Source: an optimization exercise on an open RTL-to-GDS flow (aim: small area, a short achievable clock period and few clock cycles). Production flows keep margins and buffers that such runs may drop. Function was checked by simulation only, so behaviour that the tests miss may differ from the original. Power figures rest on the tool's default switching activity, not on a simulated workload.

## text_buffer_with_cursor
module text_buffer_with_cursor (
    input  logic           clk,
    input  logic           rst_n,
    input  logic           in_valid,
    output logic           in_ready,
    input  logic [17:0]    in_data,
    output logic           out_valid,
    input  logic           out_ready,
    output logic [31:0]    out_data
);
clock: 6.0 ns
lec_check: 0
cap_margin: 20
core_margin: 2
core_utilization: 40
setup_slack_margin: 3.3
slew_margin: 20
tns_end_percent: 10
run.sh (not shown) runs the stock make flow with config.mk's settings and CLKGATE_MAP_FILE= SYNTH_SCRIPT=/design/flow/synth_recipe.tcl, a recipe that flattens the netlist after the stock synthesis.
Testbench counts at the start, summed over its fixed seeds: cycles 29,386.
Change:
--- a/flow/design.v
+++ b/flow/design.v
@@ -33,53 +33,33 @@
     input  logic          in_valid,
     output logic          in_ready,
     input  tbc_pkg::in_t  in_data,
     output logic          req_valid,
     input  logic          req_pop,
     output tbc_pkg::in_t  req
 );
     logic         a_valid_reg;
-    logic         b_valid_reg;
-    logic         in_ready_reg;      
     tbc_pkg::in_t a_reg;
-    tbc_pkg::in_t b_reg;
-    logic         take;
     logic         a_load;
-    assign in_ready  = in_ready_reg;
+    assign a_load    = !a_valid_reg || req_pop;
+    assign in_ready  = a_load;
     assign req_valid = a_valid_reg;
     assign req       = a_reg;
-    assign take      = in_valid && !b_valid_reg;
-    assign a_load    = !a_valid_reg || req_pop;
     always_ff @(posedge clk or negedge rst_n)
     begin
         if (!rst_n)
-        begin
-            a_valid_reg  <= 1'b0;
-            b_valid_reg  <= 1'b0;
-            in_ready_reg <= 1'b1;
-        end
+            a_valid_reg <= 1'b0;
         else if (a_load)
-        begin
-            a_valid_reg  <= b_valid_reg || take;
-            b_valid_reg  <= 1'b0;
-            in_ready_reg <= 1'b1;
-        end
-        else if (take)
-        begin
-            b_valid_reg  <= 1'b1;
-            in_ready_reg <= 1'b0;
-        end
+            a_valid_reg <= in_valid;
     end
     always_ff @(posedge clk)
     begin
         if (a_load)
-            a_reg <= b_valid_reg ? b_reg : in_data;
-        if (!b_valid_reg)
-            b_reg <= in_data;
+            a_reg <= in_data;
     end
 endmodule
 module tbc_ram (
     input  logic       clk,
     input  logic [6:0] pos,       
     input  logic       ins,       
     input  logic       shr,       
     input  logic       shl,       
@@ -152,16 +132,17 @@
     output logic          req_pop,
     input  tbc_pkg::in_t  req,
     output logic          out_valid,
     input  logic          out_ready,
     output tbc_pkg::out_t out_data
 );
     logic [6:0] cur_reg, len_reg, rgt_reg;
     logic [6:0] pos_reg, hole_reg;
+    logic       hole_any_reg;    
     logic       away_reg;
     logic       strm_reg;
     logic [5:0] rd_ptr_reg;
     logic [6:0] rem_reg;
     logic       out_valid_reg;
     logic [7:0] char_reg;
     logic       char_valid_reg;
     logic [6:0] done_reg;
@@ -189,25 +170,26 @@
     logic [6:0] len_mk, cur_pk, rgt_pk, cur_p1, len_p1;
     logic [6:0] hole_pk, hole_pc, hole_m1, hole_m2;
     logic [6:0] k_m1, rgt_m1, len_m1;
     logic       kc, kr;
     logic [6:0] d_left, d_right, d_show;
     logic       show_zero, show_one;
     logic       ins_fire, del_fire, move_fire;
     logic       hole_zero_next;
+    logic       hole_any_next, hole_ge2, hole_ge3, d_left_nz;
     logic       ram_ins, ram_shr, ram_shl;
     logic [7:0] rdata, rdata0;
     logic [5:0] raddr;
     logic [7:0] char_rd;
     logic       use_rd, use_r0;
     assign k        = req.count;
     assign out_free = !out_valid_reg || out_ready;
     assign full     = len_reg[6];
-    assign hole_any = (hole_reg != '0);
+    assign hole_any = hole_any_reg;
     assign hole_one = (hole_reg == 7'd1);
     assign is_ins  = (req.opcode == tbc_pkg::OP_INSERT);
     assign is_del  = (req.opcode == tbc_pkg::OP_DELETE);
     assign is_ml   = (req.opcode == tbc_pkg::OP_MOVE_LEFT);
     assign is_mr   = (req.opcode == tbc_pkg::OP_MOVE_RIGHT);
     assign is_sr   = (req.opcode == tbc_pkg::OP_SHOW_RIGHT);
     assign is_sa   = (req.opcode == tbc_pkg::OP_FULL_TEXT);
     assign is_show = is_sr || is_sa;
@@ -298,17 +280,20 @@
                         hole_next = (hole_any && !hole_one) ? hole_m2 : '0;
                     end
                 end
                 tbc_pkg::OP_DELETE:
                 begin
                     cur_next  = kc ? cur_mk[6:0] : 7'd0;
                     len_next  = kc ? len_mk : rgt_reg;
                     done_next = d_left;
+                if (rgt_reg != '0)
                     hole_next = kc ? hole_pk : hole_pc;
+                else
+                    hole_next = '0;
                 end
                 tbc_pkg::OP_MOVE_LEFT:
                 begin
                     cur_next  = kc ? cur_mk[6:0] : 7'd0;
                     rgt_next  = kc ? rgt_pk : len_reg;
                     done_next = d_left;
                 end
                 tbc_pkg::OP_MOVE_RIGHT:
@@ -331,16 +316,21 @@
                 end
                 default:
                 begin
                 end
             endcase
         end
     end
     assign hole_zero_next = !hole_any || (hole_one && ram_shl);
+    assign hole_ge2      = (hole_reg[6:1] != '0);
+    assign hole_ge3      = hole_ge2 && !(hole_reg == 7'd2);
+    assign d_left_nz     = (k != '0) && (cur_reg != '0);
+    assign hole_any_next = del_fire ? ((rgt_reg != '0) && (d_left_nz || hole_ge2))
+                                    : (ins_fire ? hole_ge3 : hole_ge2);
     assign pos_next  = (ins_fire || del_fire || hole_zero_next) ? cur_next : pos_reg;
     assign away_next = !hole_zero_next && (away_reg || move_fire);
     assign raddr = rd_strm_reg ? rd_ptr_reg : cur_reg[5:0];
     assign use_rd  = strm_reg || is_sr;
     assign use_r0  = !strm_reg && is_sa;
     assign char_rd = ({8{use_rd}} & rdata) | ({8{use_r0}} & rdata0);
     always_comb
     begin
@@ -353,27 +343,29 @@
     begin
         if (!rst_n)
         begin
             cur_reg       <= '0;
             len_reg       <= '0;
             rgt_reg       <= '0;
             pos_reg       <= '0;
             hole_reg      <= '0;
+            hole_any_reg  <= 1'b0;
             away_reg      <= 1'b0;
             strm_reg      <= 1'b0;
             out_valid_reg <= 1'b0;
         end
         else
         begin
             cur_reg       <= cur_next;
             len_reg       <= len_next;
             rgt_reg       <= rgt_next;
             pos_reg       <= pos_next;
             hole_reg      <= hole_next;
+            hole_any_reg  <= hole_any_next;
             away_reg      <= away_next;
             strm_reg      <= strm_next;
             out_valid_reg <= out_load || (out_valid_reg && !out_ready);
         end
     end
     always_ff @(posedge clk)
     begin
         rem_reg     <= rem_next;
Via count rises by 0.67%.
Synthesized area falls by 2.9%.
Hold slack is better by 0.014 ns.
Global-route usage came out higher by 0.34 points.
Combinational power is higher by about 4%.
Power rose by 1.5%.
Design area decreases by about 4%.
Routed wire length came out lower by about 3.5%.
Final cell count grows by 0.35%.
Core utilization is lower by 0.31 points.
Testbench counts after the change, summed over its fixed seeds: cycles 29,142.

---

text_buffer_with_cursor, a different RTL version from the one above (not shown whole).
For scale: roughly 3800 cells after synthesis, ~600 flip-flops, roughly 56 I/O pins.
==> flow/config.mk <==
export PLATFORM = sky130hd
export DESIGN_NAME = text_buffer_with_cursor
export DESIGN_NICKNAME = text_buffer_with_cursor
export VERILOG_FILES = /design/flow/design.v
export SDC_FILE = /design/flow/constraint.sdc
export NUM_CORES = 4
export LEC_CHECK = 0
export CAP_MARGIN = 20
export CORE_MARGIN = 2
export CORE_UTILIZATION = 40
export SETUP_SLACK_MARGIN = 3.3
export SLEW_MARGIN = 20
export TNS_END_PERCENT = 10
==> flow/constraint.sdc <==
create_clock -name core_clock -period 6.0 [get_ports {clk}]
set_input_delay 1.2000 -clock core_clock [delete_from_list [all_inputs] [get_ports {clk}]]
set_output_delay 1.2000 -clock core_clock [all_outputs]
set_load 0.01 [all_outputs]
Testbench counts at the start, summed over its fixed seeds: cycles 29,142.
Rerun with:
--- a/flow/design.v
+++ b/flow/design.v
@@ -130,20 +130,21 @@
     input  logic          rst_n,
     input  logic          req_valid,
     output logic          req_pop,
     input  tbc_pkg::in_t  req,
     output logic          out_valid,
     input  logic          out_ready,
     output tbc_pkg::out_t out_data
 );
     logic [6:0] cur_reg, len_reg, rgt_reg;
     logic [6:0] pos_reg, hole_reg;
+    logic       hole_any_reg;    
     logic       away_reg;
     logic       strm_reg;
     logic [5:0] rd_ptr_reg;
     logic [6:0] rem_reg;
     logic       out_valid_reg;
     logic [7:0] char_reg;
     logic       char_valid_reg;
     logic [6:0] done_reg;
     logic       err_reg;
     logic       last_reg;
@@ -166,29 +167,30 @@
     logic [6:0] k;
     logic [7:0] cur_mk, rgt_mk;
     logic [6:0] len_mk, cur_pk, rgt_pk, cur_p1, len_p1;
     logic [6:0] hole_pk, hole_pc, hole_m1, hole_m2;
     logic [6:0] k_m1, rgt_m1, len_m1;
     logic       kc, kr;
     logic [6:0] d_left, d_right, d_show;
     logic       show_zero, show_one;
     logic       ins_fire, del_fire, move_fire;
     logic       hole_zero_next;
+    logic       hole_any_next, hole_ge2, hole_ge3, d_left_nz;
     logic       ram_ins, ram_shr, ram_shl;
     logic [7:0] rdata, rdata0;
     logic [5:0] raddr;
     logic [7:0] char_rd;
     logic       use_rd, use_r0;
     assign k        = req.count;
     assign out_free = !out_valid_reg || out_ready;
     assign full     = len_reg[6];
-    assign hole_any = (hole_reg != '0);
+    assign hole_any = hole_any_reg;
     assign hole_one = (hole_reg == 7'd1);
     assign is_ins  = (req.opcode == tbc_pkg::OP_INSERT);
     assign is_del  = (req.opcode == tbc_pkg::OP_DELETE);
     assign is_ml   = (req.opcode == tbc_pkg::OP_MOVE_LEFT);
     assign is_mr   = (req.opcode == tbc_pkg::OP_MOVE_RIGHT);
     assign is_sr   = (req.opcode == tbc_pkg::OP_SHOW_RIGHT);
     assign is_sa   = (req.opcode == tbc_pkg::OP_FULL_TEXT);
     assign is_show = is_sr || is_sa;
     assign op_ok     = ((is_ins || is_del) ? !away_reg : 1'b1) && (is_show ? !hole_any : 1'b1);
     assign fire      = req_valid && !strm_reg && out_free && op_ok;
@@ -311,20 +313,25 @@
                         rem_next        = is_sa ? len_m1 : (kr ? k_m1 : rgt_m1);
                     end
                 end
                 default:
                 begin
                 end
             endcase
         end
     end
     assign hole_zero_next = !hole_any || (hole_one && ram_shl);
+    assign hole_ge2      = (hole_reg[6:1] != '0);
+    assign hole_ge3      = hole_ge2 && !(hole_reg == 7'd2);
+    assign d_left_nz     = (k != '0) && (cur_reg != '0);
+    assign hole_any_next = del_fire ? ((rgt_reg != '0) && (d_left_nz || hole_ge2))
+                                    : (ins_fire ? hole_ge3 : hole_ge2);
     assign pos_next  = (ins_fire || del_fire || hole_zero_next) ? cur_next : pos_reg;
     assign away_next = !hole_zero_next && (away_reg || move_fire);
     assign raddr = rd_strm_reg ? rd_ptr_reg : cur_reg[5:0];
     assign use_rd  = strm_reg || is_sr;
     assign use_r0  = !strm_reg && is_sa;
     assign char_rd = ({8{use_rd}} & rdata) | ({8{use_r0}} & rdata0);
     always_comb
     begin
         if (strm_reg)
             rd_ptr_next = out_free ? rd_ptr_reg + 6'd1 : rd_ptr_reg;
@@ -333,31 +340,33 @@
     end
     always_ff @(posedge clk or negedge rst_n)
     begin
         if (!rst_n)
         begin
             cur_reg       <= '0;
             len_reg       <= '0;
             rgt_reg       <= '0;
             pos_reg       <= '0;
             hole_reg      <= '0;
+            hole_any_reg  <= 1'b0;
             away_reg      <= 1'b0;
             strm_reg      <= 1'b0;
             out_valid_reg <= 1'b0;
         end
         else
         begin
             cur_reg       <= cur_next;
             len_reg       <= len_next;
             rgt_reg       <= rgt_next;
             pos_reg       <= pos_next;
             hole_reg      <= hole_next;
+            hole_any_reg  <= hole_any_next;
             away_reg      <= away_next;
             strm_reg      <= strm_next;
             out_valid_reg <= out_load || (out_valid_reg && !out_ready);
         end
     end
     always_ff @(posedge clk)
     begin
         rem_reg     <= rem_next;
         rd_strm_reg <= strm_next;
         rd_ptr_reg <= rd_ptr_next;
After rerunning:
- The new run finished clean
- hold slack improves by 0.0090 ns
- via count climbs by 0.41%
- maximum frequency climbs by 2.2%
- final cell count drops by 0.96%
- total power climbs by 18%
- first-iteration DRC count drops by 9.8%
- clock skew climbs by 0.0044 ns
- count of clock-buffer cells in the layout climbs by 8
- worst setup slack improves by 0.076 ns
Testbench counts after the change, summed over its fixed seeds: cycles 29,142.

-- afterwards: timing with drivers on the ports --
No port has a modelled driver above. Below, the same layouts with a new extraction and two added sets of constraints. Step 1 assumes that a clkbuf_16 drives the clock port and a buf_2 every other input. Step 2 also shifts input and output timing later by t, the mid clock arrival at the registers, as if the neighbouring blocks saw the same clock. a / b / c = no drivers / after step 1 / after step 2; a / b = the first two.
| run | shift t [ns] | setup slack, ns | worst slew at a driven data input, ns |
|---|---|---|---|
| the first run of note 1 | 0.710 | 2.567 / 2.567 / 2.254 | 0.04 |
| the second run of note 1 | 0.688 | 2.665 / 2.665 / 2.081 | 0.04 |
| the first run of note 2 | 0.698 | 2.493 / 2.419 / 2.060 | 0.05 |
| the second run of note 2 | 0.694 | 2.568 / 2.568 / 2.047 | 0.05 |
After both steps setup and hold are still met in every run listed. The setup slack of the second run of note 1, which loses most, moves by 0.000 ns with the drivers and by -0.584 ns with both steps.
